Source: an optimization exercise on an open RTL-to-GDS flow (aim: small area, a short achievable clock period and few clock cycles per item). Production flows keep margins and buffers that such runs may drop. The RTL was checked by simulation tests, not by an equivalence proof against the original design. Power figures rest on the tool's default switching activity, not on a simulated workload.

[flow/design.v]
package bet_pkg;
    typedef enum logic [2:0] {
        StClear,
        StIdle,
        StErsRd,
        StErsWr,
        StCheck,
        StScanRd,
        StScanEval,
        StGcReq
    } bet_state_t;
    function automatic integer t_prod_w(input integer cnt_w, input integer t_w);
        t_prod_w = cnt_w + t_w;
    endfunction
endpackage
module bet_flag_ram #(
    parameter int unsigned BLK_AW = 12
) (
    input  logic              clk,
    input  logic              we,
    input  logic [BLK_AW-1:0] addr,
    input  logic              wdata,
    output logic              rdata
);
    localparam int unsigned NUM_BLK = 2 ** BLK_AW;
    logic mem [NUM_BLK];
    always_ff @(posedge clk) begin
        if (we) begin
            mem[addr] <= wdata;
        end
        rdata <= mem[addr];
    end
endmodule
module bet_wear_leveler #(
    parameter int unsigned BLK_AW = 12,
    parameter int unsigned CNT_W  = 32,
    parameter int unsigned T_W    = 8,
    parameter int unsigned T      = 8
) (
    input  logic              clk_50,
    input  logic              rst,
    input  logic              wl_en,
    input  logic              erase_valid,
    input  logic [BLK_AW-1:0] erase_addr,
    output logic              erase_ready,
    output logic              gc_valid,
    output logic [BLK_AW-1:0] gc_addr,
    input  logic              gc_ready,
    output logic              busy,
    output logic [CNT_W-1:0]  e_cnt_o,
    output logic [CNT_W-1:0]  f_cnt_o
);
    localparam int unsigned NUM_BLK  = 2 ** BLK_AW;
    localparam int unsigned T_PROD_W = bet_pkg::t_prod_w(CNT_W, T_W);
    bet_pkg::bet_state_t state_q, state_d;
    logic [BLK_AW-1:0] clr_addr_q;
    logic [BLK_AW-1:0] ers_addr_q;
    logic              wl_en_q;
    logic [BLK_AW-1:0] f_index_q;
    logic [CNT_W-1:0]  e_cnt_q;
    logic [CNT_W-1:0]  f_cnt_q;
    logic              ram_we;
    logic              ram_wdata;
    logic [BLK_AW-1:0] ram_addr;
    logic              flag_rd;
    logic              f_full;
    logic              lvl_due;
    assign f_full  = (f_cnt_q == CNT_W'(NUM_BLK));
    assign lvl_due = (T_PROD_W'(e_cnt_q) >= (T_PROD_W'(T) * T_PROD_W'(f_cnt_q)));
    bet_flag_ram #(
        .BLK_AW (BLK_AW)
    ) u_flag_ram (
        .clk   (clk_50),
        .we    (ram_we),
        .addr  (ram_addr),
        .wdata (ram_wdata),
        .rdata (flag_rd)
    );
    always_ff @(posedge clk_50 or negedge rst) begin
        if (!rst) begin
            state_q <= bet_pkg::StClear;
        end else begin
            state_q <= state_d;
        end
    end
    always_comb begin
        state_d = state_q;
        unique case (state_q)
            bet_pkg::StClear:    if (&clr_addr_q) state_d = bet_pkg::StIdle;
            bet_pkg::StIdle:     if (erase_valid) state_d = bet_pkg::StErsRd;
            bet_pkg::StErsRd:    state_d = bet_pkg::StErsWr;
            bet_pkg::StErsWr:    state_d = bet_pkg::StCheck;
            bet_pkg::StCheck: begin
                if (f_full) begin
                    state_d = bet_pkg::StClear;
                end else if (wl_en_q && (f_cnt_q != '0) && lvl_due) begin
                    state_d = bet_pkg::StScanRd;
                end else begin
                    state_d = bet_pkg::StIdle;
                end
            end
            bet_pkg::StScanRd:   state_d = bet_pkg::StScanEval;
            bet_pkg::StScanEval: state_d = flag_rd ? bet_pkg::StScanRd : bet_pkg::StGcReq;
            bet_pkg::StGcReq:    if (gc_ready) state_d = bet_pkg::StIdle;
            default:    state_d = bet_pkg::StClear;
        endcase
    end
    always_comb begin
        erase_ready = (state_q == bet_pkg::StIdle);
        gc_valid    = (state_q == bet_pkg::StGcReq);
        busy        = (state_q != bet_pkg::StIdle);
        ram_we      = 1'b0;
        ram_wdata   = 1'b0;
        ram_addr    = ers_addr_q;
        unique case (state_q)
            bet_pkg::StClear: begin
                ram_we   = 1'b1;
                ram_addr = clr_addr_q;
            end
            bet_pkg::StErsWr: begin
                ram_we    = ~flag_rd;
                ram_wdata = 1'b1;
            end
            bet_pkg::StScanRd: ram_addr = f_index_q;
            default:  ram_addr = ers_addr_q;
        endcase
    end
    always_ff @(posedge clk_50 or negedge rst) begin
        if (!rst) begin
            clr_addr_q <= '0;
            ers_addr_q <= '0;
            wl_en_q    <= 1'b0;
            f_index_q  <= '0;
            e_cnt_q    <= '0;
            f_cnt_q    <= '0;
            gc_addr    <= '0;
        end else begin
            if (state_q == bet_pkg::StClear) begin
                clr_addr_q <= clr_addr_q + BLK_AW'(1);
            end
            unique case (state_q)
                bet_pkg::StIdle: begin
                    if (erase_valid) begin
                        ers_addr_q <= erase_addr;
                        wl_en_q    <= wl_en;
                    end
                end
                bet_pkg::StErsWr: begin
                    if (!(&e_cnt_q)) begin
                        e_cnt_q <= e_cnt_q + CNT_W'(1);
                    end
                    if (!flag_rd) begin
                        f_cnt_q <= f_cnt_q + CNT_W'(1);
                    end
                end
                bet_pkg::StCheck: begin
                    if (f_full) begin
                        e_cnt_q   <= '0;
                        f_cnt_q   <= '0;
                        f_index_q <= '0;
                    end
                end
                bet_pkg::StScanEval: begin
                    f_index_q <= f_index_q + BLK_AW'(1);
                    if (!flag_rd) begin
                        gc_addr <= f_index_q;
                    end
                end
                default: ;
            endcase
        end
    end
    assign e_cnt_o = e_cnt_q;
    assign f_cnt_o = f_cnt_q;
endmodule
[flow/run.sh]
#!/bin/bash
# synth_recipe.tcl (not shown) runs the flow's synth.tcl, then flattens the netlist and writes it again
# the make line also repeats each setting of config.mk as NAME=value (left out here)
make -C /OpenROAD-flow-scripts/flow DESIGN_CONFIG=/design/flow/config.mk WORK_HOME=/design/flow/orfs CLKGATE_MAP_FILE= SYNTH_SCRIPT=/design/flow/synth_recipe.tcl finish
[flow/config.mk]
export PLATFORM = sky130hd
export DESIGN_NAME = bet_wear_leveler
export DESIGN_NICKNAME = bet_wear_leveler
export VERILOG_FILES = /design/flow/design.v
export SDC_FILE = /design/flow/constraint.sdc
export NUM_CORES = 4
export LEC_CHECK = 0
export CAP_MARGIN = 20
export CORE_MARGIN = 2
export CORE_UTILIZATION = 25
export PLACE_DENSITY = 0.35
export SLEW_MARGIN = 20
[flow/constraint.sdc]
create_clock -name core_clock -period 10.0 [get_ports {clk_50}]
set_input_delay 2.0000 -clock core_clock [delete_from_list [all_inputs] [get_ports {clk_50}]]
set_output_delay 2.0000 -clock core_clock [all_outputs]
set_load 0.01 [all_outputs]
==> results.sh <==
export IMPL_portBuffers=95
export IMPL_cts_max_level=6
export IMPL_grt_pass1_vias=130726
export IMPL_ys_seq_elements=4213
export IMPL_viasPerCell=5.63
export IMPL_p_leak_uw=0.0649
export IMPL_critPathMaxFanout=47
export IMPL_final_util=0.293
export IMPL_power_uw=86400
export IMPL_dp_hpwl_um=597000
export IMPL_syn_area_per_cell_sq_um=12.1
export IMPL_hold_path_class="reg2reg"
export IMPL_grt_busiest_layer="met2"
export IMPL_seq_area_frac_synth=0.690
export IMPL_drv_slew=0
export IMPL_place_gp_congestion=0.848
export IMPL_period_needed_ns=7.86
export IMPL_final_layout_size_suffix_gt1_frac=0.119
export IMPL_fin_crit_sh=0.786
export IMPL_synth_xor_area_frac=0.00307
export IMPL_yosysMostFrequentCell="nor2_1"
export IMPL_worstSkewPairLatency_ns=1.14
export IMPL_core_area_sq_mm=0.727
export IMPL_antenna_left=0
export IMPL_critPathCaptureType="register"
export IMPL_overflow=0
export IMPL_arrival_ns=8.80
export IMPL_synth_cells=15143
export IMPL_synth_top_family_by_area="simple AND/OR/NAND/NOR gates"
export IMPL_top_level_ports=96
export IMPL_finalSetupViolations=0
export IMPL_synth_edf_count=4096
export IMPL_clk_pin_slew_ns=0.06
export IMPL_grtUsageMet3=0.0501
export IMPL_reg2reg_slack_ns=2.14
export IMPL_finalNetCount=14981
export IMPL_required_ns=10.94
export IMPL_cap_viol_max_count=0
export IMPL_netlist_top_cells_area="edfxtp_1, nor2_1, a22oi_1"
export IMPL_wirelength_um=1050000
export IMPL_synth_nets=15195
export IMPL_cts_buffer_depth=4
export IMPL_ys_top_cells_by_count="nor2_1, edfxtp_1, nand2_1"
export IMPL_cts_buffers=525
export IMPL_vdd_drop_max_uv=485
export IMPL_yosysTopAreaCell="edfxtp_1"
export IMPL_rsz0062_at_grt="false"
export IMPL_grt_use_met2=0.422
export IMPL_synth_flop_cell="edfxtp_1"
export IMPL_tritoncts="yes"
export IMPL_fin_worst_skew_ns=0.0712
export IMPL_post_cts_buffers=0
export IMPL_yosys_area_top_type_share=0.674
export IMPL_setup_tns_final_ns=0
export IMPL_wl_per_cell_um=41.9
export IMPL_fin_ws_ns=2.14
export IMPL_outcome="finished clean"
export IMPL_cts_repair_resized=0
export IMPL_finalHoldViolations=0
export IMPL_die_area_sq_mm=0.737
export IMPL_initial_core_util=0.251
export IMPL_async_flop_share=0.0275
export IMPL_synthAdderAreaFrac=0.00240
export IMPL_worst_pin_slew_ns=1.42
export IMPL_antenna_found_initial=167
export IMPL_final_cell_area_sq_mm=0.213
export IMPL_gr_usage_all_layers=0.273
export IMPL_relSlewSlack=0.0566
export IMPL_power_density_mw_per_mm2=406
export IMPL_area_growth_pct=16.7
export IMPL_die_w_um=858
export IMPL_muxShareOfSynthArea=0.0345
export IMPL_cts_sinks=4213
export IMPL_grt_pass1_wl_um=1360000
export IMPL_crit_path_start_kind="register"
export IMPL_post_place_ws_ns=2.51
export IMPL_route_detailed_drc=0
export IMPL_fmax_ghz=0.127
export IMPL_die_y_um=858
export IMPL_criticalPathCategory="reg2reg"
export IMPL_synthesis_area_sq_mm=0.183
export IMPL_rows=313
export IMPL_initialDrtViolationCount=22354
export IMPL_synthSimpleGateAreaFrac=0.136
export IMPL_synth_compound_area_frac=0.0995
export IMPL_cts_root_buf="clkbuf_16"
export IMPL_grt_max_degree=233
export IMPL_dr_pass1_iters=7
export IMPL_holdBufCountCts=0
export IMPL_yosys_warnings=2
export IMPL_dpl_cell_area_sq_mm=0.197
export IMPL_vias=140674
export IMPL_synth_cell_types=94
export IMPL_grtUsageMet1=0.377
==> cells in the final DEF, fill, tap and decap left out, types with 94 or more instances in the layout <==
| cell type | count |
|---|---|
| a221oi_1 | 128 |
| and3_1 | 170 |
| clkinv_1 | 110 |
| o21ai_0 | 347 |
| nand2_1 | 851 |
| nor2_1 | 4251 |
| dfrtp_1 | 115 |
| a31oi_1 | 118 |
| a21oi_1 | 471 |
| mux2i_1 | 327 |
| buf_12 | 101 |
| clkbuf_1 | 150 |
| buf_4 | 524 |
| edfxtp_1 | 4096 |
| o22ai_1 | 184 |
| a211oi_1 | 108 |
| nand3_1 | 275 |
| clkbuf_16 | 532 |
| a22oi_1 | 729 |
| mux2_2 | 227 |
| clkdlybuf4s50_1 | 94 |
==> path summary, 6_finish.rpt <==
check,end,from,depth (start not counted)
worst max-delay path,u_flag_ram.rdata,state_q[2],14
worst min-delay path,f_cnt_q[31],f_cnt_q[31],1
worst max register to register,u_flag_ram.rdata,state_q[2],14
worst min register to register,f_cnt_q[31],f_cnt_q[31],1
max in group asynchronous,state_q[2],rst,2
min in group asynchronous,f_cnt_q[16],rst,1
==> state kept, by name, indices dropped and copies added (netlist names) <==
register and count:
wl_en_q 1, f_cnt_q 32, gc_addr 12, e_cnt_q 32, u_flag_ram.rdata 1, clr_addr_q 12
f_index_q 12, ers_addr_q 12, state_q 3, u_flag_ram.mem 4096
==> where the power goes <==
group / total (uW) / internal, uW / switching, uW
registers: 21800 / 21600 / 205
clock network: 18500 / 10200 / 8280
logic: 46000 / 9600 / 36400
total: 86400 / 41500 / 44900
==> metal layers <==
layer / vias to the layer above / wire length, um
li1: 54857 / -
met1: 75729 / 440000
met2: 8352 / 466000
met3: 1698 / 91500
met4: 38 / 50000
met5: - / 249
==> layout make-up <==
| type | instances | area (sq um) |
|---|---|---|
| inverter | 48 | 180 |
| tap | 9607 | 12000 |
| fill | 74745 | 514000 |
| clock inverter | 238 | 2060 |
| antenna | 58 | 145 |
| multi-input combinational | 9417 | 51800 |
| timing repair buffer | 724 | 6980 |
| clock buffer | 682 | 13900 |
| sequential | 4213 | 126000 |
==> critical path: stages (launching register included) <==
cell	delay [ns]
dfrtp_2	0.93
nor2b_1	0.25
a221o_4	0.58
buf_4	0.35
nor2_4	0.77
buf_4	0.76
buf_4	0.63
nor2_1	0.24
o2111ai_1	0.14
o21ai_0	0.13
or4_1	0.50
o21ai_0	0.64
o211ai_1	0.41
o31ai_2	0.91
nand4_1	0.15
==> kinds of logic after synthesis <==
group | Yosys count
buffers and inverters | 1513
DFF | 4213
muxes | 576
and+or+nand+nor | 6106
adders and majority gates | 35
AOI/OAI and AO/OA | 2636
xor gates and xnor gates | 64
==> through the flow <==
| stage | instances | hold slack, ns |
|---|---|---|
| after floorplan | 15143 | 0.460 |
| after global placement | 23999 | 0.508 |
| after detailed placement | 24008 | 0.504 |
| after CTS | 24928 | 0.516 |
| after global routing | 24936 | 0.531 |
| final | 24987 | 0.517 |
Testbench counts, summed over its fixed seeds: cycles 1,447,893, erases 262,848.

[static timing again, ports no longer ideal]
In the flow no input, the clock included, has a driving cell. The finished layout below was timed again as built, in two steps.
Step 1: set_driving_cell puts a clkbuf_16 on clk_50 and a buf_2 on each other input, an assumption about the parent block.
Step 2 moves the port delays by t, midway between the first and last clock arrival at a register: inputs arrive t later, outputs are due t later. That takes back most of the time a late clock gives input paths.
Three values: ideal, step 1, step 2; two values: the first two.
shift t [ns]: 1.248
setup WS [ns]: 2.139 / 2.139 / 2.139
slew at the worst register clock pin (ns): 0.07 / 0.07
After both steps this run still meets setup and hold. The setup slack of this run moves by 0.000 ns with the drivers and by 0.000 ns with both steps.
